Source: an optimization exercise on an open RTL-to-GDS flow (aim: small area and a short achievable clock period). Production flows keep margins and buffers that such runs may drop.
Function was not checked in any run shown here: the RTL went through the layout flow alone.
Power figures rest on the tool's default switching activity, not on a simulated workload.

===== flow/run.sh =====
#!/bin/bash
# Layout flow: the standard ORFS flow (standard.sh), unchanged synthesis,
# with plain buffers on the ports instead of the delay cells buffer_ports
# picks by default. Each step's output goes to a log of its own here.
set -euo pipefail
export BUFFER_PORTS_ARGS="-buffer_cell sky130_fd_sc_hd__buf_2"
bash standard.sh synth > synth.log 2>&1
bash standard.sh floorplan > floorplan.log 2>&1
bash standard.sh place > place.log 2>&1
bash standard.sh cts > cts.log 2>&1
bash standard.sh route > route.log 2>&1
bash standard.sh finish > finish.log 2>&1

===== standard.sh =====
#!/bin/bash
# synth_recipe.tcl (not shown) runs the flow's synth.tcl, then flattens the netlist and writes it again
# the make line also repeats each setting of config.mk as NAME=value (left out here)
make -C /OpenROAD-flow-scripts/flow DESIGN_CONFIG=/design/flow/config.mk WORK_HOME=/design/flow/orfs CLKGATE_MAP_FILE= SYNTH_SCRIPT=/design/flow/synth_recipe.tcl "${@:-finish}"

===== config.mk =====
export PLATFORM = sky130hd
export DESIGN_NAME = region
export DESIGN_NICKNAME = region
export VERILOG_FILES = /design/flow/design.v
export SDC_FILE = /design/flow/constraint.sdc
export NUM_CORES = 4
export LEC_CHECK = 0
export CAP_MARGIN = 20
export CORE_MARGIN = 2
export CORE_UTILIZATION = 50
export CTS_CLUSTER_DIAMETER = 80
export CTS_CLUSTER_SIZE = 25
export SETUP_SLACK_MARGIN = 2.0
export SLEW_MARGIN = 20
export SYNTH_HIERARCHICAL = 1

===== constraint.sdc =====
create_clock -name core_clock -period 4.0 [get_ports {clk}]
set_input_delay 0.8000 -clock core_clock [delete_from_list [all_inputs] [get_ports {clk}]]
set_output_delay 0.8000 -clock core_clock [all_outputs]
set_load 0.01 [all_outputs]

===== design.v =====
`timescale 1ns/1ns
module region_ram (
    input  logic                               clk,
    input  logic [(1<<5)-1:0]     rrow,
    output logic [16-1:0]          rword,
    input  logic [(1<<(5-2))-1:0] whi,
    input  logic [3:0]                         wlo,
    input  logic [16-1:0]          wdata
);
    localparam int unsigned DEPTH = 1 << 5;
    logic [DEPTH-1:0][16-1:0] mem;
    logic [DEPTH-1:0]                     wrow;
    always_comb begin
        for (int i = 0; i < DEPTH; i++) begin
            wrow[i] = whi[i/4] && wlo[i%4];
        end
    end
    always_ff @(posedge clk) begin
        for (int i = 0; i < DEPTH; i++) begin
            if (wrow[i]) begin
                mem[i] <= wdata;
            end
        end
    end
    row_mux i_row_mux (
        .row  (rrow),
        .mem  (mem),
        .word (rword)
    );
endmodule
module row_mux (
    input  logic [(1<<5)-1:0]                     row,
    input  logic [(1<<5)-1:0][16-1:0] mem,
    output logic [16-1:0]                          word
);
    logic [3:0][16-1:0] grp;
    logic [1:0][16-1:0] half_n;
    for (genvar g = 0; g < 4; g++) begin : g_grp
        row_or8 i_or8 (
            .row  (row[8*g +: 8]),
            .mem  (mem[8*g +: 8]),
            .word (grp[g])
        );
    end
    for (genvar h = 0; h < 2; h++) begin : g_half
        word_nor2 i_nor2 (
            .a (grp[2*h]),
            .b (grp[2*h+1]),
            .y (half_n[h])
        );
    end
    word_nand2 i_nand2 (
        .a (half_n[0]),
        .b (half_n[1]),
        .y (word)
    );
endmodule
module row_or8 (
    input  logic [7:0]                     row,
    input  logic [7:0][16-1:0] mem,
    output logic [16-1:0]      word
);
    always_comb begin
        word = '0;
        for (int i = 0; i < 8; i++) begin
            word |= {16{row[i]}} & mem[i];
        end
    end
endmodule
module word_nor2 #(
    parameter int unsigned W = 16
) (
    input  logic [W-1:0] a,
    input  logic [W-1:0] b,
    output logic [W-1:0] y
);
    assign y = ~(a | b);
endmodule
module word_nand2 #(
    parameter int unsigned W = 16
) (
    input  logic [W-1:0] a,
    input  logic [W-1:0] b,
    output logic [W-1:0] y
);
    assign y = ~(a & b);
endmodule
`timescale 1ns/1ns
module region_fifo (
    input  logic                      clk,
    input  logic                      rst_n,
    input  logic                      re,
    output logic [16-1:0] head,
    input  logic                      we,
    input  logic [16-1:0] wdata,
    output logic                      empty,
    output logic                      almostfull
);
    localparam int unsigned DEPTH = 1 << 5;
    localparam logic [5:0] AFULL_LEVEL = (5+1)'(DEPTH - 4);
    logic [DEPTH-1:0][16-1:0] mem;
    logic [5:0]   count;
    logic [3:0]                head_lo, head_lo_nxt;
    logic [DEPTH/4-1:0]        head_hi, head_hi_nxt;
    logic                      do_wr;
    logic [DEPTH-1:0]          hrow;
    logic [5:0]   count_up, count_dn, count_nxt;
    assign do_wr = we && !count[5];
    localparam int unsigned SW = (5 + 1) + 4 + DEPTH/4 + 2;
    logic [5:0] count_nord, count_rd;
    logic [3:0]              head_lo_nord, head_lo_rd;
    logic [DEPTH/4-1:0]      head_hi_nord, head_hi_rd;
    logic                    empty_nord, empty_rd;
    logic                    afull_nord, afull_rd;
    logic [SW-1:0]           state_nxt;
    logic                    empty_nxt, afull_nxt;
    assign count_up = count + 1'b1;
    assign count_dn = count - 1'b1;
    always_comb begin
        if (do_wr) begin
            count_nord   = count_up;
            head_lo_nord = {head_lo[2:0], head_lo[3]};
            head_hi_nord = head_lo[3] ? {head_hi[DEPTH/4-2:0], head_hi[DEPTH/4-1]} : head_hi;
            empty_nord   = 1'b0;
            afull_nord   = (count_up >= AFULL_LEVEL);
            count_rd     = count;
            head_lo_rd   = head_lo;
            head_hi_rd   = head_hi;
            empty_rd     = 1'b0;
            afull_rd     = almostfull;
        end else begin
            count_nord   = count;
            head_lo_nord = head_lo;
            head_hi_nord = head_hi;
            empty_nord   = empty;
            afull_nord   = almostfull;
            count_rd     = count_dn;
            head_lo_rd   = {head_lo[0], head_lo[3:1]};
            head_hi_rd   = head_lo[0] ? {head_hi[0], head_hi[DEPTH/4-1:1]} : head_hi;
            empty_rd     = (count_dn == '0);
            afull_rd     = (count_dn >= AFULL_LEVEL);
        end
    end
    late_sel #(.W(SW)) i_late_sel (
        .s (re),
        .a ({count_rd,   head_lo_rd,   head_hi_rd,   empty_rd,   afull_rd}),
        .b ({count_nord, head_lo_nord, head_hi_nord, empty_nord, afull_nord}),
        .y (state_nxt)
    );
    assign {count_nxt, head_lo_nxt, head_hi_nxt, empty_nxt, afull_nxt} = state_nxt;
    always_ff @(posedge clk) begin
        if (!rst_n) begin
            count      <= '0;
            head_lo    <= 4'b1000;
            head_hi    <= {1'b1, {(DEPTH/4-1){1'b0}}};
            empty      <= 1'b1;
            almostfull <= 1'b0;
        end else begin
            count      <= count_nxt;
            head_lo    <= head_lo_nxt;
            head_hi    <= head_hi_nxt;
            empty      <= empty_nxt;
            almostfull <= afull_nxt;
        end
    end
    always_ff @(posedge clk) begin
        if (do_wr) begin
            mem <= {mem[DEPTH-2:0], wdata};
        end
    end
    always_comb begin
        for (int i = 0; i < DEPTH; i++) begin
            hrow[i] = head_lo[i%4] && head_hi[i/4];
        end
    end
    row_mux i_row_mux (
        .row  (hrow),
        .mem  (mem),
        .word (head)
    );
endmodule
module late_sel #(
    parameter int unsigned W = 1
) (
    input  logic         s,
    input  logic [W-1:0] a,
    input  logic [W-1:0] b,
    output logic [W-1:0] y
);
    assign y = s ? a : b;
endmodule
`timescale 1ns/1ns
module read_arbiter (
    input  logic                                     clk,
    input  logic                                     rst_n,
    input  logic [4-1:0]                re,
    input  logic [2*4-1:0]              rsel,
    input  logic [5*4-1:0] raddr,
    output logic [4-1:0]                rvalid,
    output logic [16*4-1:0] rdata,
    output logic [(1<<5)-1:0]           ram_rrow,
    input  logic [16-1:0]                ram_rdata,
    output logic                                     fifo_re,
    input  logic [16-1:0]                fifo_rdata,
    input  logic                                     fifo_empty
);
    logic [4-1:0] ram_req;
    logic [4-1:0] fifo_req;
    logic [4-1:0] rvalid_q;
    logic [16-1:0] ram_word_q;
    logic [16-1:0] fifo_word_q;
    always_comb begin
        for (int c = 0; c < 4; c++) begin
            ram_req[c]  = re[c] && (rsel[2*c +: 2] == 2'd1);
            fifo_req[c] = re[c] && (rsel[2*c +: 2] == 2'd2);
        end
    end
    logic [4-1:0][(1<<5)-1:0] chan_row_n;
    for (genvar c = 0; c < 4; c++) begin : g_dec
        chan_row_dec i_chan_row_dec (
            .re    (re[c]),
            .rsel  (rsel[2*c +: 2]),
            .raddr (raddr[c*5 +: 5]),
            .row_n (chan_row_n[c])
        );
    end
    row_merge i_row_merge (
        .row_n (chan_row_n),
        .row   (ram_rrow)
    );
    assign fifo_re = |fifo_req && !fifo_empty;
    always_ff @(posedge clk) begin
        if (!rst_n) begin
            rvalid_q <= '0;
        end else begin
            for (int c = 0; c < 4; c++) begin
                rvalid_q[c] <= ram_req[c] || (fifo_req[c] && !fifo_empty);
            end
        end
    end
    always_ff @(posedge clk) begin
        ram_word_q  <= ram_rdata;
        fifo_word_q <= fifo_rdata;
    end
    assign rvalid = rvalid_q;
    for (genvar c = 0; c < 4; c++) begin : g_chan
        for (genvar b = 0; b < 16; b += 4) begin : g_slice
            rdata_slice i_slice (
                .clk       (clk),
                .from_ram  (ram_req[c]),
                .from_fifo (rsel[2*c + 1]),
                .ram_word  (ram_word_q[b +: 4]),
                .fifo_word (fifo_word_q[b +: 4]),
                .rdata     (rdata[c*16 + b +: 4])
            );
        end
    end
endmodule
module chan_row_dec (
    input  logic                           re,
    input  logic [1:0]                     rsel,
    input  logic [5-1:0]      raddr,
    output logic [(1<<5)-1:0] row_n
);
    always_comb begin
        for (int i = 0; i < (1 << 5); i++) begin
            row_n[i] = !(re && rsel == 2'd1 && raddr == 5'(i));
        end
    end
endmodule
module row_merge (
    input  logic [4-1:0][(1<<5)-1:0] row_n,
    output logic [(1<<5)-1:0]                     row
);
    always_comb begin
        row = '0;
        for (int c = 0; c < 4; c++) begin
            row |= ~row_n[c];
        end
    end
endmodule
module rdata_slice (
    input  logic       clk,
    input  logic       from_ram,
    input  logic       from_fifo,
    input  logic [3:0] ram_word,
    input  logic [3:0] fifo_word,
    output logic [3:0] rdata
);
    logic from_ram_q;
    logic from_fifo_q;
    always_ff @(posedge clk) begin
        from_ram_q  <= from_ram;
        from_fifo_q <= from_fifo && !from_ram;
    end
    logic [3:0] ram_n;
    logic [3:0] fifo_n;
    word_and_n #(.W(4)) i_ram_gate (
        .en  (from_ram_q),
        .a   (ram_word),
        .y_n (ram_n)
    );
    word_and_n #(.W(4)) i_fifo_gate (
        .en  (from_fifo_q),
        .a   (fifo_word),
        .y_n (fifo_n)
    );
    word_nand2 #(.W(4)) i_nand2 (
        .a (ram_n),
        .b (fifo_n),
        .y (rdata)
    );
endmodule
module word_and_n #(
    parameter int unsigned W = 16
) (
    input  logic         en,
    input  logic [W-1:0] a,
    output logic [W-1:0] y_n
);
    assign y_n = ~({W{en}} & a);
endmodule
`timescale 1ns/1ns
module write_arbiter (
    input  logic                                     clk,
    input  logic                                     rst_n,
    input  logic [4-1:0]                we,
    input  logic [2*4-1:0]              wsel,
    input  logic [5*4-1:0] waddr,
    input  logic [16*4-1:0] wdata,
    output logic [(1<<(5-2))-1:0]       ram_whi,
    output logic [3:0]                               ram_wlo,
    output logic [16-1:0]                ram_wdata,
    output logic                                     fifo_we,
    output logic [16-1:0]                fifo_wdata
);
    logic [4-1:0] ram_req;
    logic [4-1:0] fifo_req;
    logic [5-1:0] ram_waddr_d;
    logic [16-1:0] ram_wdata_d;
    logic [16-1:0] fifo_wdata_d;
    always_comb begin
        ram_waddr_d  = '0;
        ram_wdata_d  = '0;
        fifo_wdata_d = '0;
        for (int c = 0; c < 4; c++) begin
            ram_req[c]  = we[c] && wsel[2*c + 0];
            fifo_req[c] = we[c] && wsel[2*c + 1];
            ram_waddr_d  |= {5{ram_req[c]}}  & waddr[c*5 +: 5];
            ram_wdata_d  |= {16{ram_req[c]}}  & wdata[c*16 +: 16];
            fifo_wdata_d |= {16{fifo_req[c]}} & wdata[c*16 +: 16];
        end
    end
    always_ff @(posedge clk) begin
        if (!rst_n) begin
            ram_whi <= '0;
            fifo_we <= 1'b0;
        end else begin
            for (int j = 0; j < (1 << (5-2)); j++) begin
                ram_whi[j] <= |ram_req && ram_waddr_d[5-1:2] == (5-2)'(j);
            end
            fifo_we <= |fifo_req;
        end
    end
    always_ff @(posedge clk) begin
        for (int k = 0; k < 4; k++) begin
            ram_wlo[k] <= ram_waddr_d[1:0] == 2'(k);
        end
        ram_wdata  <= ram_wdata_d;
        fifo_wdata <= fifo_wdata_d;
    end
endmodule
`timescale 1ns/1ns
module region (
    input  logic                                     clk,
    input  logic                                     rst_n,
    input  logic [4-1:0]                re,
    input  logic [2*4-1:0]              rsel,
    input  logic [5*4-1:0] raddr,
    input  logic [4-1:0]                we,
    input  logic [2*4-1:0]              wsel,
    input  logic [5*4-1:0] waddr,
    input  logic [16*4-1:0] wdata,
    output logic [4-1:0]                rvalid,
    output logic [16*4-1:0] rdata,
    output logic                                     empty,
    output logic                                     almostfull
);
    logic [(1<<5)-1:0] ram_rrow;
    logic [16-1:0] ram_rdata;
    logic [(1<<(5-2))-1:0] ram_whi;
    logic [3:0]                ram_wlo;
    logic [16-1:0] ram_wdata;
    logic                      fifo_re;
    logic [16-1:0] fifo_rdata;
    logic                      fifo_we;
    logic [16-1:0] fifo_wdata;
    read_arbiter i_read_arbiter (
        .clk        (clk),
        .rst_n      (rst_n),
        .re         (re),
        .rsel       (rsel),
        .raddr      (raddr),
        .rvalid     (rvalid),
        .rdata      (rdata),
        .ram_rrow   (ram_rrow),
        .ram_rdata  (ram_rdata),
        .fifo_re    (fifo_re),
        .fifo_rdata (fifo_rdata),
        .fifo_empty (empty)
    );
    write_arbiter i_write_arbiter (
        .clk        (clk),
        .rst_n      (rst_n),
        .we         (we),
        .wsel       (wsel),
        .waddr      (waddr),
        .wdata      (wdata),
        .ram_whi    (ram_whi),
        .ram_wlo    (ram_wlo),
        .ram_wdata  (ram_wdata),
        .fifo_we    (fifo_we),
        .fifo_wdata (fifo_wdata)
    );
    region_ram i_region_ram (
        .clk    (clk),
        .rrow   (ram_rrow),
        .rword  (ram_rdata),
        .whi    (ram_whi),
        .wlo    (ram_wlo),
        .wdata  (ram_wdata)
    );
    region_fifo i_region_fifo (
        .clk        (clk),
        .rst_n      (rst_n),
        .re         (fifo_re),
        .head       (fifo_rdata),
        .we         (fifo_we),
        .wdata      (fifo_wdata),
        .empty      (empty),
        .almostfull (almostfull)
    );
endmodule

==> results of run 1 <==
==> Yosys stat by module, one instance, submodules excluded, excerpt <==
module / times used / flip-flops and latches
chan_row_dec: 4 / 0
read_arbiter: 1 / 36
row_or8: 8 / 0
word_nor2: 4 / 0
word_nand2: 2 / 0
rdata_slice: 16 / 2
row_merge: 1 / 0
region_fifo: 1 / 532
write_arbiter: 1 / 45
region_ram: 1 / 512
==> report_power, final <==
part	total (mW)	switching, mW	internal (mW)
combinational	1.80	1.11	0.690
sequential	14.8	0.728	14.1
clock	6.29	3.66	2.64
total	22.9	5.49	17.4
==> flip-flops by register name (all words and copies together), names as in the netlist, 6 cells and up <==
name,flops
i_read_arbiter.fifo_word_q,16
i_region_fifo.head_hi,8
i_read_arbiter.g_chan.g_slice.i_slice.from_ram_q,16
i_write_arbiter.fifo_wdata,16
i_region_ram.mem,512
i_write_arbiter.ram_whi,8
i_read_arbiter.ram_word_q,16
i_region_fifo.mem,512
i_region_fifo.count,6
i_write_arbiter.ram_wdata,16
i_read_arbiter.g_chan.g_slice.i_slice.from_fifo_q,16
==> how the worst max path moves through the flow <==
stage                                                from                               endpoint  cells past startpoint
floorplan               i_region_fifo.count[5]$_SDFF_PN0_      i_region_fifo.count[3]$_SDFF_PN0_                      8
global placement                                    re[2]   i_read_arbiter.ram_word_q[8]$_DFF_P_                      8
detailed placement                              raddr[10]  i_read_arbiter.ram_word_q[14]$_DFF_P_                      8
CTS                 i_read_arbiter.ram_word_q[10]$_DFF_P_                              rdata[58]                      3
global route         i_read_arbiter.ram_word_q[9]$_DFF_P_                              rdata[25]                      3
finish               i_read_arbiter.ram_word_q[9]$_DFF_P_                              rdata[25]                      3
==> critical path: cells and delay by family, from the launching register on <==
family	cells	cell delay, ns
flops	1	0.45
simple gates	2	0.16
buf+inv	1	0.15
==> repair_timing <==
action / in CTS / in global routing
pin swaps: 103 / 77
endpoints found under the setup margin: 459 / 97
buffers inserted: 9 / 31
cloned: 3 / 3
gates resized for setup: 222 / 227
==> logic make-up after synthesis <==
kind of cell               Yosys count
adders and majority gates            3
buffers and inverters              186
DFF                               1157
muxes                               38
xor gates and xnor gates             9
and+or+nand+nor                    878
AOI/OAI and AO/OA                  594
==> cells in the mapped netlist, drive strengths merged <==
master     n
nor3b      1
and2      92
nor4b      8
xnor2      8
nand4    176
a31oi      1
and3       1
nor2      76
nand2    394
mux2      36
nand3b     4
inv        8
o32a       1
dfxtp    133
and4b     20
nor2b     18
edfxtp  1024
buf      175
o21bai     2
and4bb    20
nor4      14
nor3       6
ha         3
xor2       1
o41ai      1
nand3     29
a21oi      5
o21ai      6
o41a       1
mux2i      2
or3b       4
clkbuf     3
nand2b     8
a22oi    576
a41oi      1
and4       7
==> through the flow <==
step,hold WS [ns],instances,power [mW],setup slack (ns),cell area (um^2)
global route,0.370,4250,23.6,1.72,50000
finish,0.376,4252,22.9,1.77,50000
detailed placement,0.398,4105,16.6,0.900,46800
CTS,0.337,4215,22.9,1.76,49100
floorplan,0.386,2865,15.7,1.18,45800
global placement,0.391,4105,16.5,1.01,46700
==> cell type report <==
class / count / area [um^2]
Tap cell: 1176 / 1470
Inverter: 8 / 56.3
Timing Repair inverter: 2 / 32.5
Antenna cell: 3 / 7.51
Clock inverter: 8 / 58.8
Sequential cell: 1157 / 33600
Multi-Input combinational cell: 1522 / 11000
Clock buffer: 90 / 1520
Fill cell: 7179 / 40000
Timing Repair Buffer: 286 / 2300
==> metal layers <==
| layer | vias up | GRT usage (%) | share of wire [%] |
|---|---|---|---|
| li1 | 11600 | - | - |
| met3 | 213 | 4.20 | 6.0 |
| met5 | - | 0 | 0.085 |
| met4 | 16 | 9.76 | 3.8 |
| met1 | 13800 | 33.8 | 41 |
| met2 | 966 | 42.2 | 50 |
==> results.ini, run 1 <==
[yosys]
synth_seq_cells=1157
yosys_warnings=14
syn-num-nets=2998
synth_area_per_cell_um2=15.9
synth-xor-area-share_pct=0.239
synth_top_family_by_area=simple AND/OR/NAND/NOR gates
synth_area_mm2=0.0455
yosysUniqueCellTypes=55
synthMuxAreaShare_pct=1.23
synthAdderAreaFrac_pct=0.0826
yosysTopAreaCellShare_pct=67.6
synth_cells=2865
synth-compound-area-share_pct=10.1
yosys.area.top_type=edfxtp_1
synth_simple_gate_area_share_pct=10.7
yosysSeqAreaShare_pct=73.5
ys_top_cells_by_area=edfxtp_1, a22oi_1, dfxtp_1

[sta]
final-setup-viol-count=0
final.min_clock_period_ns=2.23
min_period_over_period_pct=55.8
tns_ns=0
timing.fmax_mhz=448
tightest_slew_ns=1.08
slew_viol_final=0
relSlewSlack_pct=28.2
hold_violations=0
rsz0062_at_grt=yes
finClkSkew_ns=0.0174

[floorplan]
ioPinCount=200
start_util_pct=50.5
core_mm2=0.0900
die_x_um=306
rows=110
dieArea_mm2=0.0933
die_y_um=306

[cts]
cts_sinks=1157
cts_hold_buffers=0
h-tree-depth=2
clk_pin_slew_ns=0.10
cts_buffers=53
insertion_delay_ns=0.66
root_buffer=clkbuf_16
cts_buffer_depth=3
cts_tree=built

[drt]
drt_pass1_iterations=6
drt-vias-per-instance=6.26
wl_per_cell_um=28.6
vias=26600
drcViolationCount=0
routed_wirelength_mm=122
ant_nets=0
initialDrtViolationCount=3150

[placed_design]
hpwl_mm=78.2
gp_congestion=0.984
port_buffers=199

[power_and_ir_drop]
power.density_mw_per_mm2=458
power_leakage_nw=16.4
irDropWorstVdd_uv=335

[setup_path]
regToRegSetupSlack_ns=2.08
crit_slowest_cell=dfxtp_4
reg2regPathDepth=1
path_cells=nand2_2 -> nand2_1 -> buf_2
critPathMaxFanout=4
r2r_end=i_region_ram.mem[56]$_DFFE_PP_
endpoint_kind=primary output
critical_path.startpoint_type=flop
r2r_start=i_write_arbiter.ram_wlo[3]$_DFF_P_
crit_path_max_incr_delay_ns=0.45
crit_arrival_ns=1.43
crit_type=reg -> out
worstPathRequired_ns=3.20

[layout]
nets=3163
drive_gt1_share_pct=26.2
layout_common_cells=edfxtp_1, a22oi_1, nand2_1, nand4_1, buf_2
area_growth_pct=9.96
final_common_cell=edfxtp_1
utilization_pct=55.5

[worst_hold_path]
hold_depth=3
min_path_type=in -> reg
worstHoldStart=wdata[23]
holdPathEnd=i_write_arbiter.ram_wdata[7]$_DFF_P_

[outcome]
status=complete, no violations

[global_routing]
grt_max_degree=144
grt_pass1_wl_mm=177
antenna_found_initial=13
grt_pass1_vias=26200
grt_overflow=0
grt_usage_pct=25.4

[flow_run]
drv_cap=0

==> run 2, diff against run 1 <==
--- a/config.mk
+++ b/config.mk
@@ -10,6 +10,6 @@
 export CORE_UTILIZATION = 50
 export CTS_CLUSTER_DIAMETER = 80
 export CTS_CLUSTER_SIZE = 25
-export SETUP_SLACK_MARGIN = 2.0
+export SETUP_SLACK_MARGIN = 1.8
 export SLEW_MARGIN = 20
 export SYNTH_HIERARCHICAL = 1
==> run 2 against run 1 <==
Against the previous run: setup slack worse by 0.0092 ns; global-route usage shrank 0.22 points; largest cell class unchanged; clock-buffer cell count fell by 1; still clean; register-to-register slack got worse by 0.19 ns.
==> results.ini, run 2 <==
[setup_path]
worstPathRequired_ns=3.20  ; about the same
regToRegSetupSlack_ns=1.89  ; -0.19 ns
crit_type=reg -> out
crit_end=rdata[26]
r2r_start=i_region_fifo.head_lo[1]$_SDFF_PN0_
critical_path.startpoint_type=flop
r2r_end=i_read_arbiter.fifo_word_q[15]$_DFF_P_
reg2regPathDepth=5  ; +4
crit_arrival_ns=1.44  ; about the same
endpoint_kind=primary output
critPathMaxFanout=4  ; unchanged
setup.worst_path.start=i_read_arbiter.ram_word_q[10]$_DFF_P_

[global_routing]
antenna_found_initial=26  ; +13
grt_pass1_vias=26000  ; -1.1%
grt_pass1_wl_mm=174  ; -1.7%
grt_usage_pct=25.2  ; -0.22 points
grt_max_degree=148  ; +2.8%
grt_overflow=0  ; unchanged

[layout]
area_growth_pct=7.38
fin_area_mm2=0.0488  ; -2.3%
reg.largest.list=i_region_fifo.mem (512), i_region_ram.mem (512)
drive_gt1_share_pct=19.9  ; -6.3 points
layout_common_cells=edfxtp_1, a22oi_1, nand2_1, buf_2, nand4_1
nets=3134  ; -0.92%
final_common_cell=edfxtp_1

[sta]
slew_viol_final=0  ; unchanged
tns_ns=0  ; unchanged
timing.fmax_mhz=446  ; -0.41%
min_period_over_period_pct=56.0  ; +0.23 points
hold_violations=0  ; unchanged
fin_hold_ws_ns=0.373  ; -0.00261 ns
finClkSkew_ns=0.0220  ; +0.00466 ns
final-setup-viol-count=0  ; unchanged
rsz0062_at_grt=yes
final.min_clock_period_ns=2.24  ; +0.00917 ns
tightest_slew_ns=1.14  ; +0.0629 ns
relSlewSlack_pct=24.0  ; -4.2 points

[placed_design]
port_buffers=199  ; unchanged
hpwl_mm=78.3  ; about the same
place_area_mm2=0.0465  ; -0.53%
gp_congestion=0.937  ; -4.8%

[floorplan]
core_mm2=0.0900  ; unchanged
ioPinCount=200  ; unchanged
die_x_um=306  ; unchanged
rows=110  ; unchanged
dieArea_mm2=0.0933  ; unchanged
start_util_pct=50.5  ; unchanged
die_y_um=306  ; unchanged

[cts]
cts_buffer_depth=3  ; unchanged
cts_tree=built
cts_buffers=55  ; +3.8%
clk_pin_slew_ns=0.10  ; about the same
insertion_delay_ns=0.67  ; about the same
cts_sinks=1157  ; unchanged
h-tree-depth=2  ; unchanged
root_buffer=clkbuf_16

[drt]
drt-vias-per-instance=6.22  ; -0.62%
routed_wirelength_mm=120  ; -1.4%
ant_nets=0  ; unchanged
vias=26300  ; -1.1%
drt_pass1_iterations=9  ; +3
initialDrtViolationCount=3077  ; -2.3%
drcViolationCount=0  ; unchanged
wl_per_cell_um=28.3  ; -0.91%

[yosys]
ys.flop_type=edfxtp_1
synth_cells=2865  ; unchanged
yosys_warnings=14  ; unchanged
yosysTopAreaCellShare_pct=67.6  ; unchanged
synth_area_per_cell_um2=15.9  ; unchanged
yosysUniqueCellTypes=55  ; unchanged
synth_seq_cells=1157  ; unchanged
synthArstFlopShare_pct=0  ; unchanged
synth_edf_count=1024  ; unchanged
synth_area_mm2=0.0455  ; unchanged
yosys.area.top_type=edfxtp_1
yosysSeqAreaShare_pct=73.5  ; unchanged
syn-num-nets=2998  ; unchanged
ys_top_cells_by_area=edfxtp_1, a22oi_1, dfxtp_1
yosysMostFrequentCell=edfxtp_1
synth_commonest_cells=edfxtp_1, a22oi_1, nand2_1

[power_and_ir_drop]
irDropWorstVdd_uv=388  ; +16%
power.density_mw_per_mm2=470  ; +2.6%
power_mw=22.9  ; +0.16%
power_leakage_nw=16.1  ; -2.0%

[worst_hold_path]
min_path_type=in -> reg

[flow_run]
drv_cap=0  ; unchanged

[outcome]
status=complete, no violations

## run 2: what timing repair did
item / 4_1_cts / 5_1_grt
pin swaps: 38 / 12
setup buffers: 4 / 5
endpoints found under the hold margin: 0 / 0
gates cloned: 1 / 0
resized for setup: 103 / 84
hold buffers: 0 / 0
endpoints found under the setup margin: 93 / 105
## run 2: power breakdown
group          internal [mW]  total [mW]  switching, mW
sequential              14.1        14.8          0.700
combinational          0.582        1.64           1.06
clock                   2.82        6.52           3.70
## run 2: metrics by stage
step / worst slack [ns] / instances / utilization (%)
2_1_floorplan: 1.18 / 2865 / -
3_5_place_dp: 0.799 / 4110 / 51.7
3_3_place_gp: 0.792 / 4110 / 51.7
6_report: 1.76 / 4233 / 54.2
5_1_grt: 1.72 / 4225 / 54.2
4_1_cts: 1.70 / 4216 / 53.9
## run 2: per-module statistics from Yosys, one instance, submodules excluded, a selection
module         cell area (um^2)  cells inside  flip-flops and latches
region_fifo               17000           679                     532
region_ram                15600           544                     512
write_arbiter              1920           207                      45
read_arbiter                885            65                      36
row_or8                     779            96                       0
chan_row_dec                347            53                       0
row_merge                   200            32                       0
word_nand2                 60.1            16                       0
word_nor2                  60.1            16                       0
rdata_slice                53.8             3                       2
## run 2: cells by family after synthesis
| kind of cell | count (synthesis) | share of synthesized area (%) |
|---|---|---|
| xor gates and xnor gates | 9 | 0.239 |
| DFF | 1157 | 73.5 |
| AOI/OAI and AO/OA | 594 | 10.1 |
| adders and majority gates | 3 | 0.0826 |
| muxes | 38 | 1.23 |
| and+or+nand+nor | 878 | 10.7 |
| buffers and inverters | 186 | 4.17 |
## run 2: critical path, cell delays in order, from the launching register on
cell	delay [ns]
dfxtp_4	0.47
nand2_2	0.09
nand2_2	0.09
buf_6	0.10
## run 2: how the worst min path moves through the flow
| stage | start | slack [ns] | endpoint | cells past startpoint |
|---|---|---|---|---|
| after floorplan | i_write_arbiter.fifo_wdata[0]$_DFF_P_ | 0.39 | i_region_fifo.mem[0]$_DFFE_PP_ | 0 |
| after global placement | i_write_arbiter.fifo_wdata[15]$_DFF_P_ | 0.39 | i_region_fifo.mem[15]$_DFFE_PP_ | 0 |
| after detailed placement | i_write_arbiter.fifo_wdata[0]$_DFF_P_ | 0.39 | i_region_fifo.mem[0]$_DFFE_PP_ | 0 |
| after CTS | wdata[50] | 0.33 | i_write_arbiter.fifo_wdata[2]$_DFF_P_ | 3 |
| after global routing | wdata[50] | 0.37 | i_write_arbiter.fifo_wdata[2]$_DFF_P_ | 3 |
| final | wdata[50] | 0.37 | i_write_arbiter.fifo_wdata[2]$_DFF_P_ | 3 |
## run 2: area by class of cell
| cell class | instances | area [um^2] |
|---|---|---|
| antenna | 12 | 30.0 |
| clock buffer | 89 | 1570 |
| clock inverter | 12 | 136 |
| fill | 7156 | 41200 |
| inverter | 8 | 56.3 |
| multi-input combinational | 1522 | 10400 |
| sequential | 1157 | 33600 |
| tap | 1176 | 1470 |
| timing repair buffer | 256 | 1580 |
| timing repair inverter | 1 | 16.3 |
## run 2: per-layer routing
metal  vias to the layer above  global-route usage (%)  part of all wire, %
li1                      11600                       -                    -
met1                     13500                    33.0                   40
met2                      1017                    42.4                   49
met3                       221                    4.78                  7.2
met4                        24                    8.73                  3.6
met5                         -                       0                 0.13
==> run 3, diff against run 2 <==
--- a/config.mk
+++ b/config.mk
@@ -10,6 +10,6 @@
 export CORE_UTILIZATION = 50
 export CTS_CLUSTER_DIAMETER = 80
 export CTS_CLUSTER_SIZE = 25
-export SETUP_SLACK_MARGIN = 1.8
+export SETUP_SLACK_MARGIN = 2.3
 export SLEW_MARGIN = 20
 export SYNTH_HIERARCHICAL = 1
==> run 3 against run 2 <==
Against the previous run: largest cell class unchanged; critical path depth stayed put; worst hold slack better by 0.023 ns; first-iteration DRC count is 13% higher; via count is 4.5% higher; clock-buffer cell count is 1 higher; die area stayed put; non-clock buffer count is 110 higher; power is 1.4% higher; core utilization is 3.9 points higher; register-to-register slack better by 0.25 ns.
==> results.ini, run 3 <==
[outcome]
status=complete, no violations

[setup_path]
crit_cells=3  ; unchanged
path_buf_inv=1  ; unchanged
worstPathRequired_ns=3.20  ; about the same
reg2regPathDepth=8  ; +3
critPathTopFamily=flip-flops
critical_path.startpoint_type=flop
crit_slowest_cell=dfxtp_4
critPathMaxFanout=4  ; unchanged
path_cells=nand2_1 -> nand2_1 -> buf_2
crit_type=reg -> out
endpoint_kind=primary output
timing.critical_path.mode_cell=nand2_1
crit_path_max_incr_delay_ns=0.46  ; about the same
crit_arrival_ns=1.42  ; -0.02 ns

[drt]
drt_pass1_iterations=7  ; -2
drt-vias-per-instance=6.36  ; +2.1%
initialDrtViolationCount=3465  ; +13%
wl_per_cell_um=29.5  ; +4.3%
ant_nets=0  ; unchanged
routed_wirelength_mm=128  ; +6.7%
vias=27500  ; +4.5%
drcViolationCount=0  ; unchanged

[cts]
clk_pin_slew_ns=0.10  ; about the same
root_buffer=clkbuf_16
cts_hold_buffers=0  ; unchanged
h-tree-depth=2  ; unchanged
cts_tree=built
insertion_delay_ns=0.65  ; -0.02 ns
cts_buffers=54  ; -1.8%
cts_sinks=1157  ; unchanged
cts_buffer_depth=3  ; unchanged

[floorplan]
die_x_um=306  ; unchanged
dieArea_mm2=0.0933  ; unchanged
ioPinCount=200  ; unchanged
start_util_pct=50.5  ; unchanged
rows=110  ; unchanged
core_mm2=0.0900  ; unchanged
die_y_um=306  ; unchanged

[sta]
finClkSkew_ns=0.0239  ; +0.00185 ns
finalWorstSetupSlack_ns=1.78  ; +0.0194 ns
slew_viol_final=0  ; unchanged
tns_ns=0  ; unchanged
min_period_over_period_pct=55.5  ; -0.49 points
tightest_slew_ns=1.15  ; +0.0126 ns
relSlewSlack_pct=23.1  ; -0.94 points
timing.fmax_mhz=450  ; +0.87%
final.min_clock_period_ns=2.22  ; -0.0194 ns
final-setup-viol-count=0  ; unchanged
hold_violations=0  ; unchanged
fin_hold_ws_ns=0.396  ; +0.0230 ns
rsz0062_at_grt=yes

[yosys]
syn-num-nets=2998  ; unchanged
ys.flop_type=edfxtp_1
synth_commonest_cells=edfxtp_1, a22oi_1, nand2_1
yosysUniqueCellTypes=55  ; unchanged
synth_area_mm2=0.0455  ; unchanged
yosysMostFrequentCell=edfxtp_1
yosys_warnings=14  ; unchanged
yosys.area.top_type=edfxtp_1
synthArstFlopShare_pct=0  ; unchanged
ys_top_cells_by_area=edfxtp_1, a22oi_1, dfxtp_1
yosysSeqAreaShare_pct=73.5  ; unchanged
synth_edf_count=1024  ; unchanged
yosysTopAreaCellShare_pct=67.6  ; unchanged
synth_area_per_cell_um2=15.9  ; unchanged
synth_seq_cells=1157  ; unchanged
synth_cells=2865  ; unchanged

[layout]
reg.largest.list=i_region_fifo.mem (512), i_region_ram.mem (512)
layout_common_cells=edfxtp_1, a22oi_1, nand2_1, nand4_1, a22oi_2
final_cells=4333  ; +2.4%
fin_area_mm2=0.0523  ; +7.1%
area_growth_pct=15.0
drive_gt1_share_pct=32.6  ; +13 points
nets=3245  ; +3.5%
utilization_pct=58.1  ; +3.9 points
final_common_cell=edfxtp_1

[placed_design]
gp_congestion=0.988  ; +5.4%
place_area_mm2=0.0468  ; +0.59%
dpl_worst_slack_ns=0.867  ; +0.0684 ns
dpl.cell_count=4105  ; -0.12%
port_buffers=199  ; unchanged
hpwl_mm=78.9  ; +0.76%

[global_routing]
grt_max_degree=89  ; -40%
grt_overflow=0  ; unchanged
grt_pass1_vias=26800  ; +3.3%
grt_pass1_wl_mm=184  ; +6.0%
antenna_found_initial=3  ; -88%
grt_usage_pct=26.7  ; +1.5 points

[power_and_ir_drop]
power_mw=23.3  ; +1.4%
irDropWorstVdd_uv=341  ; -12%
power.density_mw_per_mm2=445  ; -5.4%
power_leakage_nw=17.3  ; +8.0%

[worst_hold_path]
min_path_type=in -> reg
hold_depth=3  ; unchanged

[flow_run]
drv_cap=0  ; unchanged

==> run 3: cell counts after synthesis <==
Identical to the previous run, type by type.
==> run 3: area by class of cell <==
type / count / area [um^2]
multi-input cells: 1522 / 11600
repair buffers: 366 / 3860
repair inverters: 3 / 48.8
inverters: 8 / 56.3
well taps: 1176 / 1470
clock buffers: 90 / 1520
fillers: 6894 / 37700
flip-flops and latches: 1157 / 33600
diodes: 1 / 2.50
clock inverters: 10 / 124
==> run 3: metal layers <==
metal | up-vias | GRT usage (%) | part of all wire, %
li1 | 11800 | - | -
met1 | 14400 | 36.3 | 40
met2 | 1147 | 44.2 | 49
met3 | 232 | 4.10 | 6.9
met4 | 4 | 9.23 | 4.0
met5 | - | 0 | 0.024
==> run 3: modules after synthesis, one instance, submodules excluded, excerpt <==
module | cells | flip-flops and latches
chan_row_dec | 53 | 0
rdata_slice | 3 | 2
read_arbiter | 65 | 36
region_fifo | 679 | 532
region_ram | 544 | 512
row_merge | 32 | 0
row_or8 | 96 | 0
word_nand2 | 16 | 0
word_nor2 | 16 | 0
write_arbiter | 207 | 45
==> run 3: logic make-up (layout without fill, tap and decap cells) <==
| logic type | count (synthesis) | count (layout) | synth area share (%) |
|---|---|---|---|
| compound gates | 594 | 594 | 10.1 |
| xor+xnor | 9 | 9 | 0.239 |
| fa+ha+maj | 3 | 3 | 0.0826 |
| buf+inv | 186 | 477 | 4.17 |
| flops | 1157 | 1157 | 73.5 |
| mux | 38 | 38 | 1.23 |
| other cells | 0 | 1 | 0 |
| simple gates | 878 | 878 | 10.7 |
==> run 3: power breakdown <==
part / switching (mW) / internal [mW]
logic: 1.21 / 0.844
clock network: 3.69 / 2.72
registers: 0.715 / 14.1
total: 5.61 / 17.6
==> run 3: worst paths after layout <==
| path | slack (ns) | startpoint | end |
|---|---|---|---|
| worst max-delay path | 1.78 | i_read_arbiter.ram_word_q[11]$_DFF_P_ | rdata[11] |
| worst min-delay path | 0.40 | wdata[48] | i_write_arbiter.fifo_wdata[0]$_DFF_P_ |
| worst max register to register | 2.14 | i_region_fifo.empty$_SDFF_PN1_ | i_region_fifo.head_lo[0]$_SDFF_PN0_ |
| worst min register to register | 0.41 | i_write_arbiter.fifo_wdata[15]$_DFF_P_ | i_region_fifo.mem[15]$_DFFE_PP_ |
==> run 3: worst register-to-register path: cells and delay by family, from the launching register on <==
family,cells,cell delay [ns]
multiplexers,1,0.30
AO/OA/AOI/OAI,1,0.31
AND/OR/NAND/NOR,1,0.15
buffers and inverters,5,0.68
flip-flops,1,0.33
==> run 3: what timing repair did <==
item / in CTS / in global routing
hold endpoints to repair: 0 / 0
setup endpoints to repair: 1016 / 119
resized for setup: 547 / 234
setup buffers: 88 / 12
gates cloned: 25 / 2
pin swaps: 254 / 113
==> run 4, diff against run 3 <==
--- a/config.mk
+++ b/config.mk
@@ -10,6 +10,6 @@
 export CORE_UTILIZATION = 50
 export CTS_CLUSTER_DIAMETER = 80
 export CTS_CLUSTER_SIZE = 25
-export SETUP_SLACK_MARGIN = 2.3
+export SETUP_SLACK_MARGIN = 1.6
 export SLEW_MARGIN = 20
 export SYNTH_HIERARCHICAL = 1
==> run 4 against run 3 <==
Against the previous run: register-to-register slack worse by 0.42 ns; synthesized cell count stayed put; clock power up 2%; combinational power down 24%; wire length is 6.6% lower; global-route usage down 1.6 points.
==> results.ini, run 4 <==
[outcome]
status=complete, no violations

[yosys]
synth_cells=2865  ; unchanged
yosysTopAreaCellShare_pct=67.6  ; unchanged
synth_seq_cells=1157  ; unchanged
syn-num-nets=2998  ; unchanged
synth_edf_count=1024  ; unchanged
ys_top_cells_by_area=edfxtp_1, a22oi_1, dfxtp_1
yosysSeqAreaShare_pct=73.5  ; unchanged
yosys.area.top_type=edfxtp_1
yosysUniqueCellTypes=55  ; unchanged
yosys_warnings=14  ; unchanged
yosysMostFrequentCell=edfxtp_1
synth_area_mm2=0.0455  ; unchanged
synth_area_per_cell_um2=15.9  ; unchanged
synth_commonest_cells=edfxtp_1, a22oi_1, nand2_1
synthArstFlopShare_pct=0  ; unchanged
ys.flop_type=edfxtp_1

[global_routing]
grt_max_degree=148  ; +66%
grt_usage_pct=25.1  ; -1.6 points
grt_overflow=0  ; unchanged
grt_pass1_wl_mm=173  ; -6.0%
antenna_found_initial=26  ; +23
grt_pass1_vias=25900  ; -3.5%

[flow_run]
drv_cap=0  ; unchanged

[cts]
h-tree-depth=2  ; unchanged
cts_tree=built
insertion_delay_ns=0.66  ; about the same
cts_buffers=55  ; +1.9%
cts_buffer_depth=3  ; unchanged
clk_pin_slew_ns=0.10  ; about the same
root_buffer=clkbuf_16
cts_hold_buffers=0  ; unchanged
cts_sinks=1157  ; unchanged

[sta]
relSlewSlack_pct=21.0  ; -2.0 points
slew_viol_final=0  ; unchanged
finalWorstSetupSlack_ns=1.67  ; -0.110 ns
rsz0062_at_grt=no
final.min_clock_period_ns=2.33  ; +0.110 ns
tightest_slew_ns=1.18  ; +0.0317 ns
min_period_over_period_pct=58.3  ; +2.7 points
timing.fmax_mhz=429  ; -4.7%
final-setup-viol-count=0  ; unchanged
tns_ns=0  ; unchanged
finClkSkew_ns=0.0200  ; -0.00386 ns
hold_violations=0  ; unchanged

[worst_hold_path]
min_path_type=in -> reg

[setup_path]
r2r_end=i_read_arbiter.fifo_word_q[13]$_DFF_P_
crit_type=reg -> out
crit_slowest_cell=dfxtp_2
path_cells=nand2_1 -> nand2_1 -> buf_2
critical_path.startpoint_type=flop
reg2regPathDepth=5  ; -3
critPathMaxFanout=4  ; unchanged
worstPathRequired_ns=3.20  ; about the same
crit_arrival_ns=1.53  ; +0.11 ns
timing.critical_path.mode_cell=nand2_1
r2r_start=i_region_fifo.head_lo[0]$_SDFF_PN0_
endpoint_kind=primary output
crit_path_max_incr_delay_ns=0.49  ; +0.03 ns
regToRegSetupSlack_ns=1.72  ; -0.42 ns
crit_end=rdata[56]
setup.worst_path.start=i_read_arbiter.ram_word_q[8]$_DFF_P_

[power_and_ir_drop]
irDropWorstVdd_uv=388  ; +14%
power_leakage_nw=15.9  ; -8.1%
power_mw=22.8  ; -1.9%
power.density_mw_per_mm2=472  ; +6.2%

[placed_design]
place_area_mm2=0.0465  ; -0.59%
hpwl_mm=78.3  ; -0.76%
port_buffers=199  ; unchanged
dpl_worst_slack_ns=0.799  ; -0.0684 ns
gp_congestion=0.937  ; -5.1%
dpl.cell_count=4110  ; +0.12%

[layout]
nets=3128  ; -3.6%
drive_gt1_share_pct=15.8  ; -17 points
final_common_cell=edfxtp_1
final_cells=4227  ; -2.4%
layout_common_cells=edfxtp_1, a22oi_1, nand2_1, buf_2, nand4_1
n_fill_cell=7217  ; +4.7%
area_growth_pct=6.25
reg.largest.list=i_region_fifo.mem (512), i_region_ram.mem (512)
fin_area_mm2=0.0483  ; -7.6%

[drt]
routed_wirelength_mm=120  ; -6.6%
ant_nets=0  ; unchanged
drt-vias-per-instance=6.22  ; -2.2%
drt_pass1_iterations=6  ; -1
wl_per_cell_um=28.3  ; -4.3%
vias=26300  ; -4.6%
drcViolationCount=0  ; unchanged
initialDrtViolationCount=3150  ; -9.1%

[floorplan]
ioPinCount=200  ; unchanged
die_y_um=306  ; unchanged
start_util_pct=50.5  ; unchanged
core_mm2=0.0900  ; unchanged
rows=110  ; unchanged
die_x_um=306  ; unchanged
dieArea_mm2=0.0933  ; unchanged

==> run 4: cell types whose count changed in the layout (fill, tap and decap cells not counted), sizes merged <==
cell | before | now
buf | 361 | 251
diode | 1 | 12
bufbuf | 3 | 0
clkbuf | 92 | 89
clkinvlp | 0 | 2
inv | 13 | 11
clkinv | 7 | 6
==> run 4: area by class of cell <==
type | instances | area [um^2] | area share, %
Clock buffer | 89 | 1570 | 3.24
Timing Repair Buffer | 251 | 1410 | 2.92
Clock inverter | 12 | 136 | 0.282
Tap cell | 1176 | 1470 | 3.05
Multi-Input combinational cell | 1522 | 10200 | 21.1
Sequential cell | 1157 | 33400 | 69.2
Inverter | 8 | 56.3 | 0.117
Antenna cell | 12 | 30.0 | 0.0622
==> run 4: power breakdown <==
part,leakage (nW),switching [mW],internal (mW)
clock network,0.814,3.70,2.82
logic,4.74,1.03,0.519
registers,10.4,0.691,14.0
==> run 4: modules after synthesis, one instance, submodules excluded, excerpt <==
module,times used,cells
rdata_slice,16,3
word_nand2,2,16
write_arbiter,1,207
word_nor2,4,16
region_fifo,1,679
row_merge,1,32
chan_row_dec,4,53
row_or8,8,96
region_ram,1,544
==> run 4: per-layer routing <==
| layer | share of wire [%] | up-vias | global-route usage (%) |
|---|---|---|---|
| met5 | 0.14 | - | 0 |
| met4 | 3.8 | 26 | 8.84 |
| met3 | 7.1 | 220 | 4.67 |
| met2 | 49 | 992 | 42.0 |
| met1 | 40 | 13500 | 33.1 |
| li1 | - | 11600 | - |
==> run 4: repair_timing <==
action | CTS | global route
buffers inserted | 4 | 0
pin swaps | 2 | 0
hold endpoints to repair | 0 | 0
gates resized for setup | 8 | 4
endpoints found under the setup margin | 25 | 7
cloned | 0 | 0
==> run 4: cells by family after synthesis <==
| logic type | share of synthesized area [%] |
|---|---|
| DFF | 73.5 |
| and+or+nand+nor | 10.7 |
| AOI/OAI and AO/OA | 10.1 |
| buffers and inverters | 4.17 |
| muxes | 1.23 |
| xor gates and xnor gates | 0.239 |
| adders and majority gates | 0.0826 |
==> run 4: worst max-delay path, delay by kind of cell, from the launching register on <==
family / cells / cell delay, ns
buffers and inverters: 1 / 0.15
flip-flops: 1 / 0.49
AND/OR/NAND/NOR: 2 / 0.22
==> run 4: how the worst min path moves through the flow <==
| stage | from | to | slack (ns) | depth (start not counted) |
|---|---|---|---|---|
| after global routing | wdata[50] | i_write_arbiter.fifo_wdata[2]$_DFF_P_ | 0.37 | 3 |
| final | wdata[50] | i_write_arbiter.fifo_wdata[2]$_DFF_P_ | 0.38 | 3 |
| after floorplan | i_write_arbiter.fifo_wdata[0]$_DFF_P_ | i_region_fifo.mem[0]$_DFFE_PP_ | 0.39 | 0 |
| after global placement | i_write_arbiter.fifo_wdata[15]$_DFF_P_ | i_region_fifo.mem[15]$_DFFE_PP_ | 0.39 | 0 |
| after detailed placement | i_write_arbiter.fifo_wdata[0]$_DFF_P_ | i_region_fifo.mem[0]$_DFFE_PP_ | 0.39 | 0 |
| after CTS | wdata[50] | i_write_arbiter.fifo_wdata[2]$_DFF_P_ | 0.33 | 3 |
==> run 4: metrics by stage <==
step                      utilization [%]  hold WS [ns]
after floorplan                         -         0.386
after global placement               51.7         0.391
after detailed placement             51.7         0.389
after CTS                            53.6         0.333
after global routing                 53.6         0.369
final                                53.7         0.377
==> run 5, diff against run 4 <==
--- a/config.mk
+++ b/config.mk
@@ -10,6 +10,6 @@
 export CORE_UTILIZATION = 50
 export CTS_CLUSTER_DIAMETER = 80
 export CTS_CLUSTER_SIZE = 25
-export SETUP_SLACK_MARGIN = 1.6
+export SETUP_SLACK_MARGIN = 1.4
 export SLEW_MARGIN = 20
 export SYNTH_HIERARCHICAL = 1
==> run 5 against run 4 <==
Against the previous run: worst hold slack worse by 0.0020 ns; non-clock buffer count is 1 lower; die area unchanged; maximum frequency decreased by 7.3%; sequential power about the same; global-route usage fell by 0.12 points; final cell count hardly changed; sequential share of layout area about the same; power grew 0.31%; clock-buffer cell count grew 5; first-iteration DRC count down 1.2%; clock power is 1% higher.
==> results.ini, run 5 <==
[yosys]
yosysUniqueCellTypes=55  ; unchanged
yosysMostFrequentCell=edfxtp_1
yosysSeqAreaShare_pct=73.5  ; unchanged
synth_seq_cells=1157  ; unchanged
synth_area_per_cell_um2=15.9  ; unchanged
ys.flop_type=edfxtp_1
yosysTopAreaCellShare_pct=67.6  ; unchanged
synth_cells=2865  ; unchanged
yosys.area.top_type=edfxtp_1
syn-num-nets=2998  ; unchanged
synth_edf_count=1024  ; unchanged
yosys_warnings=14  ; unchanged
ys_top_cells_by_area=edfxtp_1, a22oi_1, dfxtp_1
synth_commonest_cells=edfxtp_1, a22oi_1, nand2_1
synth_area_mm2=0.0455  ; unchanged
synthArstFlopShare_pct=0  ; unchanged

[setup_path]
crit_type=in -> reg
worstPathRequired_ns=4.53  ; +1.33 ns
endpoint_kind=flop
reg2regPathDepth=3  ; -2
critPathTopFamily=simple AND/OR/NAND/NOR gates
path_buf_inv=2  ; +1
crit_path_max_incr_delay_ns=0.46  ; -0.03 ns
crit_slowest_cell=nor2_1
path_cells=buf_2 -> and4b_1 -> nand2_1 -> nand4_1 -> buf_4 -> a22oi_1 -> nand4_1 -> nor2_1 -> nand2_1
crit_cells=9  ; +6
critPathMaxFanout=16  ; +12
crit_arrival_ns=3.04  ; +1.51 ns
critical_path.startpoint_type=input pin

[drt]
drcViolationCount=0  ; unchanged
initialDrtViolationCount=3113  ; -1.2%
drt_pass1_iterations=5  ; -1
ant_nets=0  ; unchanged
drt-vias-per-instance=6.19  ; -0.38%
wl_per_cell_um=27.9  ; -1.2%
routed_wirelength_mm=118  ; -1.2%
vias=26200  ; -0.40%

[worst_hold_path]
hold_depth=3  ; unchanged
min_path_type=in -> reg

[sta]
relSlewSlack_pct=27.0  ; +6.0 points
final-setup-viol-count=0  ; unchanged
tightest_slew_ns=1.09  ; -0.0896 ns
min_period_over_period_pct=62.9  ; +4.6 points
hold_violations=0  ; unchanged
slew_viol_final=0  ; unchanged
finClkSkew_ns=0.0225  ; +0.00251 ns
tns_ns=0  ; unchanged
final.min_clock_period_ns=2.51  ; +0.184 ns
rsz0062_at_grt=no
timing.fmax_mhz=398  ; -7.3%

[placed_design]
hpwl_mm=77.7  ; -0.68%
gp_congestion=0.926  ; -1.1%
dpl.cell_count=4105  ; -0.12%
port_buffers=199  ; unchanged

[floorplan]
rows=110  ; unchanged
core_mm2=0.0900  ; unchanged
start_util_pct=50.5  ; unchanged
dieArea_mm2=0.0933  ; unchanged
die_y_um=306  ; unchanged
ioPinCount=200  ; unchanged
die_x_um=306  ; unchanged

[cts]
clk_pin_slew_ns=0.10  ; about the same
h-tree-depth=2  ; unchanged
root_buffer=clkbuf_16
cts_tree=built
cts_buffers=55  ; unchanged
cts_sinks=1157  ; unchanged
cts_buffer_depth=3  ; unchanged
insertion_delay_ns=0.66  ; about the same

[layout]
layout_common_cells=edfxtp_1, a22oi_1, nand2_1, buf_2, nand4_1
n_fill_cell=7301  ; +1.2%
nets=3127  ; -0.032%
final_cells=4226  ; -0.024%
reg.largest.list=i_region_fifo.mem (512), i_region_ram.mem (512)
area_growth_pct=6.28  ; about the same
drive_gt1_share_pct=15.3  ; -0.50 points
final_common_cell=edfxtp_1

[power_and_ir_drop]
irDropWorstVdd_uv=384  ; -1.0%
power_leakage_nw=16.0  ; about the same
power.density_mw_per_mm2=473  ; +0.29%

[global_routing]
grt_overflow=0  ; unchanged
antenna_found_initial=25  ; -3.8%
grt_max_degree=168  ; +14%
grt_usage_pct=25.0  ; -0.12 points
grt_pass1_wl_mm=174  ; +0.35%
grt_pass1_vias=26000  ; +0.34%

[flow_run]
drv_cap=0  ; unchanged

[outcome]
status=complete, no violations

-- run 5: cell types whose count changed in the layout (fill, tap and decap cells not counted), moves of 2 or more --
cell        before  now
clkbuf_1        30   33
dfxtp_1        108  118
diode_2         12   10
clkinv_4         2    0
nor2_1          73   75
dfxtp_2         24   15
clkinvlp_4       2    0
buf_4           50   48
nor2_2           3    1
clkinv_8         1    3
-- run 5: logic make-up (layout without fill, tap and decap cells) --
group,Yosys count,in the layout,synth area share (%)
flip-flops,1157,1157,73.5
AND/OR/NAND/NOR,878,878,10.7
AO/OA/AOI/OAI,594,594,10.1
buffers and inverters,186,361,4.17
multiplexers,38,38,1.23
XOR/XNOR,9,9,0.239
adder cells (fa/ha/maj),3,3,0.0826
other,0,10,0
-- run 5: per-module statistics from Yosys, one instance, submodules excluded, a selection --
module / area [um^2] / times used
row_or8: 779 / 8
row_merge: 200 / 1
chan_row_dec: 347 / 4
write_arbiter: 1920 / 1
word_nor2: 60.1 / 4
word_nand2: 60.1 / 2
-- run 5: area by class of cell --
cell class / count / area [um^2] / share of cell area (%)
Clock buffer: 94 / 1610 / 3.33
Multi-Input combinational cell: 1522 / 10200 / 21.1
Tap cell: 1176 / 1470 / 3.05
Inverter: 8 / 56.3 / 0.117
Antenna cell: 10 / 25.0 / 0.0518
Sequential cell: 1157 / 33400 / 69.2
Timing Repair Buffer: 250 / 1410 / 2.92
Clock inverter: 9 / 129 / 0.267
-- run 5: power by group --
part / leakage, nW / total (mW) / switching [mW] / internal [mW]
Clock: 0.834 / 6.59 / 3.71 / 2.88
Combinational: 4.74 / 1.56 / 1.05 / 0.518
Sequential: 10.4 / 14.7 / 0.680 / 14.0
-- run 5: path summary, 6_finish.rpt --
| path | end | slack, ns | startpoint |
|---|---|---|---|
| min | i_write_arbiter.fifo_wdata[9]$_DFF_P_ | 0.37 | wdata[57] |
| max | i_read_arbiter.ram_word_q[15]$_DFF_P_ | 1.49 | rsel[7] |
| min reg2reg | i_region_fifo.mem[7]$_DFFE_PP_ | 0.41 | i_write_arbiter.fifo_wdata[7]$_DFF_P_ |
| max reg2reg | i_region_fifo.mem[413]$_DFFE_PP_ | 1.53 | i_region_fifo.count[5]$_SDFF_PN0_ |
-- run 5: metal layers --
layer  share of wire [%]  GRT usage [%]  vias to the layer above
met5                0.14              0                        -
met4                 3.5           8.39                       24
met3                 6.2           4.36                      210
met2                  50           42.2                      884
met1                  40           32.9                    13500
li1                    -              -                    11600
-- run 5: worst register-to-register path, stage by stage, from the launching register on --
cell,delay [ns]
dfxtp_2,0.34
nand2b_4,0.28
clkinv_16,0.40
buf_4,1.02
-- run 5: what timing repair did --
item | in CTS | in global routing
hold buffers | 0 | 0
gates resized for setup | 0 | 1
setup buffers | 7 | 0
setup endpoints to repair | 3 | 2
pin swaps | 2 | 0
-- run 5: stage by stage --
stage | util, % | power [mW] | hold slack [ns] | setup WS (ns) | instance area (um^2)
floorplan | - | 15.6 | 0.386 | 1.18 | 45500
global placement | 51.6 | 16.5 | 0.394 | 0.707 | 46500
detailed placement | 51.6 | 16.6 | 0.395 | 0.611 | 46500
CTS | 53.6 | 23.1 | 0.342 | 1.44 | 48300
global route | 53.7 | 23.7 | 0.360 | 1.45 | 48300
finish | 53.7 | 22.9 | 0.375 | 1.49 | 48300
==> run 6, diff against run 5 <==
--- a/config.mk
+++ b/config.mk
@@ -7,9 +7,9 @@
 export LEC_CHECK = 0
 export CAP_MARGIN = 20
 export CORE_MARGIN = 2
-export CORE_UTILIZATION = 50
+export CORE_UTILIZATION = 55
 export CTS_CLUSTER_DIAMETER = 80
 export CTS_CLUSTER_SIZE = 25
-export SETUP_SLACK_MARGIN = 1.4
+export SETUP_SLACK_MARGIN = 1.8
 export SLEW_MARGIN = 20
 export SYNTH_HIERARCHICAL = 1
==> run 6 against run 5 <==
Against the previous run: worst hold slack got worse by 0.017 ns; wire length increased by 2.6%; sequential share of layout area decreased by 0.56 points; maximum frequency increased by 12%; combinational power increased by 15%; flip-flop and latch count unchanged.
==> results.ini, run 6 <==
[outcome]
status=complete, no violations

[drt]
drcViolationCount=0  ; unchanged
drt_pass1_iterations=6  ; +1
initialDrtViolationCount=2743  ; -12%
ant_nets=0  ; unchanged
vias=26100  ; -0.15%
wl_per_cell_um=29.3  ; +4.9%
routed_wirelength_mm=121  ; +2.6%
drt-vias-per-instance=6.32  ; +2.1%

[placed_design]
hpwl_mm=79.4  ; +2.2%
dpl_worst_slack_ns=1.00  ; +0.392 ns
place_area_mm2=0.0464  ; -0.10%
gp_congestion=0.883  ; -4.7%
port_buffers=199  ; unchanged

[power_and_ir_drop]
p_sw_mw=5.60  ; +3.1%
power.density_mw_per_mm2=474  ; about the same
clockPowerShare_pct=28.9  ; about the same
irDropWorstVdd_uv=426  ; +11%
internal_power_mw=17.5  ; +0.59%
p_comb_share_pct=7.7  ; +0.9 points
power_frac_seq_pct=63.4  ; -1.0 points
power_leakage_nw=16.1  ; +1.2%
swShare_pct=24.2  ; +0.45 points

[layout]
n_fill_cell=6243  ; -14%
multi_input_area_mm2=0.0104  ; +2.3%
fin_area_mm2=0.0489  ; +1.1%
register_area_mm2=0.0335  ; +0.31%
area_growth_pct=7.48
drive_gt1_share_pct=20.0  ; +4.7 points
layout_common_cells=edfxtp_1, a22oi_1, nand2_1, nand4_1, buf_2
nets=3139  ; +0.38%
reg.largest.list=i_region_fifo.mem (512), i_region_ram.mem (512)
final_common_cell=edfxtp_1

[global_routing]
grt_busiest_layer=met2
grtUsageMet1_pct=37.7  ; +4.7 points
met2_usage_pct=47.6  ; +5.4 points
grt_usage_pct=28.0  ; +3.0 points
grt_pass1_vias=25500  ; -1.6%
antenna_found_initial=16  ; -36%
grt_overflow=0  ; unchanged
grt_max_degree=183  ; +8.9%
grt_pass1_wl_mm=174  ; +0.28%
use_met3_pct=3.99  ; -0.38 points

[yosys]
yosysSeqAreaShare_pct=73.5  ; unchanged
syn-num-nets=2998  ; unchanged
synth_edf_count=1024  ; unchanged
yosys_warnings=14  ; unchanged
yosysUniqueCellTypes=55  ; unchanged
yosysTopAreaCellShare_pct=67.6  ; unchanged
synth_area_mm2=0.0455  ; unchanged
ys.flop_type=edfxtp_1
synth_seq_cells=1157  ; unchanged
ys_top_cells_by_area=edfxtp_1, a22oi_1, dfxtp_1
yosysMostFrequentCell=edfxtp_1
synthArstFlopShare_pct=0  ; unchanged
synth_area_per_cell_um2=15.9  ; unchanged
synth_cells=2865  ; unchanged
synth_commonest_cells=edfxtp_1, a22oi_1, nand2_1
yosys.area.top_type=edfxtp_1

[cts]
root_buffer=clkbuf_16
cts_buffer_depth=3  ; unchanged
insertion_delay_ns=0.68  ; +0.02 ns
cts_buffers=57  ; +3.6%
h-tree-depth=2  ; unchanged
cts_tree=built
clk_pin_slew_ns=0.09  ; about the same
cts_sinks=1157  ; unchanged

[flow_run]
drv_cap=0  ; unchanged

[setup_path]
critPathMaxFanout=4  ; -12
endpoint_kind=primary output
crit_type=reg -> out
critical_path.startpoint_type=flop
path_buf_inv=1  ; -1
path_cells=nand2_1 -> nand2_1 -> buf_2
crit_arrival_ns=1.44  ; -1.60 ns
crit_slowest_cell=dfxtp_4
timing.critical_path.mode_cell=nand2_1
critPathTopFamily=flip-flops
worstPathRequired_ns=3.20  ; -1.33 ns
crit_path_max_incr_delay_ns=0.49  ; +0.03 ns

[worst_hold_path]
min_path_type=in -> reg

[sta]
rsz0062_at_grt=yes
hold_violations=0  ; unchanged
finalWorstSetupSlack_ns=1.76  ; +0.279 ns
timing.fmax_mhz=447  ; +12%
relSlewSlack_pct=25.9  ; -1.1 points
final-setup-viol-count=0  ; unchanged
tightest_slew_ns=1.11  ; +0.0161 ns
final.min_clock_period_ns=2.24  ; -0.279 ns
finClkSkew_ns=0.0446  ; +0.0221 ns
tns_ns=0  ; unchanged
min_period_over_period_pct=55.9  ; -7.0 points
slew_viol_final=0  ; unchanged

[floorplan]
core_mm2=0.0820  ; -8.9%
die_y_um=291  ; -4.6%
dieArea_mm2=0.0850  ; -9.0%
rows=105  ; -4.5%
start_util_pct=55.5  ; +4.9 points
ioPinCount=200  ; unchanged
die_x_um=291  ; -4.6%

==> run 6: cell counts after synthesis <==
No cell type changed its count.
==> run 6: final cells by class <==
class	count	area share, %
diodes	9	0.0461
clock buffers	94	3.27
clock inverters	13	0.443
inverters	8	0.115
multi-input cells	1522	21.3
flip-flops and latches	1157	68.6
well taps	1070	2.74
repair buffers	259	3.40
repair inverters	1	0.0333
==> run 6: per-layer routing <==
layer	wire (um)	part of all wire, %
met5	92	0.076
met1	48800	40
met4	3890	3.2
met3	7780	6.4
met2	60600	50
==> run 6: power groups by stage <==
stage | Clock [mW] | Combinational [mW] | Sequential [mW]
2_1_floorplan | 0 | 1.01 | 14.6
3_3_place_gp | 0 | 1.66 | 14.9
3_5_place_dp | 0 | 1.69 | 14.9
4_1_cts | 6.82 | 1.75 | 14.6
5_1_grt | 7.22 | 1.92 | 14.7
6_report | 6.69 | 1.79 | 14.7
==> run 6: worst register-to-register path, cell delays in order (launching register included) <==
cell and delay [ns]:
dfxtp_1 0.56, and2_1 0.89, a22oi_1 0.18, nand4_1 0.22, nor2_1 0.07, nand2_1 0.13
==> run 6: worst paths after layout <==
kind	from	endpoint	slack [ns]	cells past startpoint
setup / recovery	i_read_arbiter.ram_word_q[13]$_DFF_P_	rdata[61]	1.76	3
hold / removal	wdata[63]	i_write_arbiter.fifo_wdata[15]$_DFF_P_	0.36	3
setup reg to reg	i_region_fifo.head_lo[1]$_SDFF_PN0_	i_read_arbiter.fifo_word_q[15]$_DFF_P_	1.86	5
hold reg to reg	i_write_arbiter.fifo_wdata[5]$_DFF_P_	i_region_fifo.mem[5]$_DFFE_PP_	0.40	0
==> run 6: modules after synthesis (local to each module, per instance), excerpt <==
module / cells inside / cell area, um^2 / copies in the design
region_ram: 544 / 15600 / 1
region_fifo: 679 / 17000 / 1
chan_row_dec: 53 / 347 / 4
write_arbiter: 207 / 1920 / 1
word_nand2: 16 / 60.1 / 2
word_nor2: 16 / 60.1 / 4
read_arbiter: 65 / 885 / 1
row_or8: 96 / 779 / 8
rdata_slice: 3 / 53.8 / 16
row_merge: 32 / 200 / 1
==> run 6: logic make-up after synthesis <==
kind of cell	count (synthesis)	share of synthesized area, %
flip-flops	1157	73.5
AND/OR/NAND/NOR	878	10.7
AO/OA/AOI/OAI	594	10.1
buffers and inverters	186	4.17
multiplexers	38	1.23
XOR/XNOR	9	0.239
adder cells (fa/ha/maj)	3	0.0826
==> run 6: what timing repair did <==
| item | CTS | global route |
|---|---|---|
| gates resized for setup | 119 | 94 |
| pin swaps | 86 | 26 |
| endpoints found under the setup margin | 350 | 78 |
| setup buffers | 1 | 2 |
| gates cloned | 1 | 1 |
| hold buffers | 0 | 0 |
==> run 6: metrics by stage <==
step           power [mW]  utilization, %  std cells  hold WS (ns)
2_1_floorplan        15.6               -       2865         0.386
3_5_place_dp         16.6            56.6       4012         0.389
6_report             23.1            59.6       4133         0.358
3_3_place_gp         16.5            56.6       4012         0.388
4_1_cts              23.2            59.2       4121         0.309
5_1_grt              23.9            59.6       4128         0.343

==> static timing again, ports no longer ideal <==
The flow's constraints put no driver on any port. The routed layouts listed below were extracted and timed again, unchanged, in two steps. Step 1 assumes that a clkbuf_16 drives the clock port and a buf_2 every other input. Step 2 also shifts input and output timing later by t, the mid clock arrival at the registers, as if the neighbouring blocks saw the same clock. Slacks: ideal / step 1 / step 2; pairs: ideal / step 1.
| run | t, ns | setup WS [ns] | worst data-port slew with drivers (ns) | cell pins on the clock port's net |
|---|---|---|---|---|
| run 1 | 0.722 | 1.769 / 1.700 / 1.242 | 0.15 | 1 |
| run 2 | 0.724 | 1.760 / 1.691 / 1.083 | 0.15 | 1 |
| run 3 | 0.704 | 1.779 / 1.714 / 1.196 | 0.29 | 1 |
| run 4 | 0.726 | 1.670 / 1.600 / 0.998 | 0.17 | 1 |
| run 5 | 0.720 | 1.485 / 1.422 / 0.809 | 0.14 | 1 |
| run 6 | 0.737 | 1.764 / 1.691 / 1.027 | 0.15 | 1 |
After both steps every run listed still meets setup and hold. The setup slack of run 6, which loses most, moves by -0.073 ns with the drivers and by -0.737 ns with both steps.
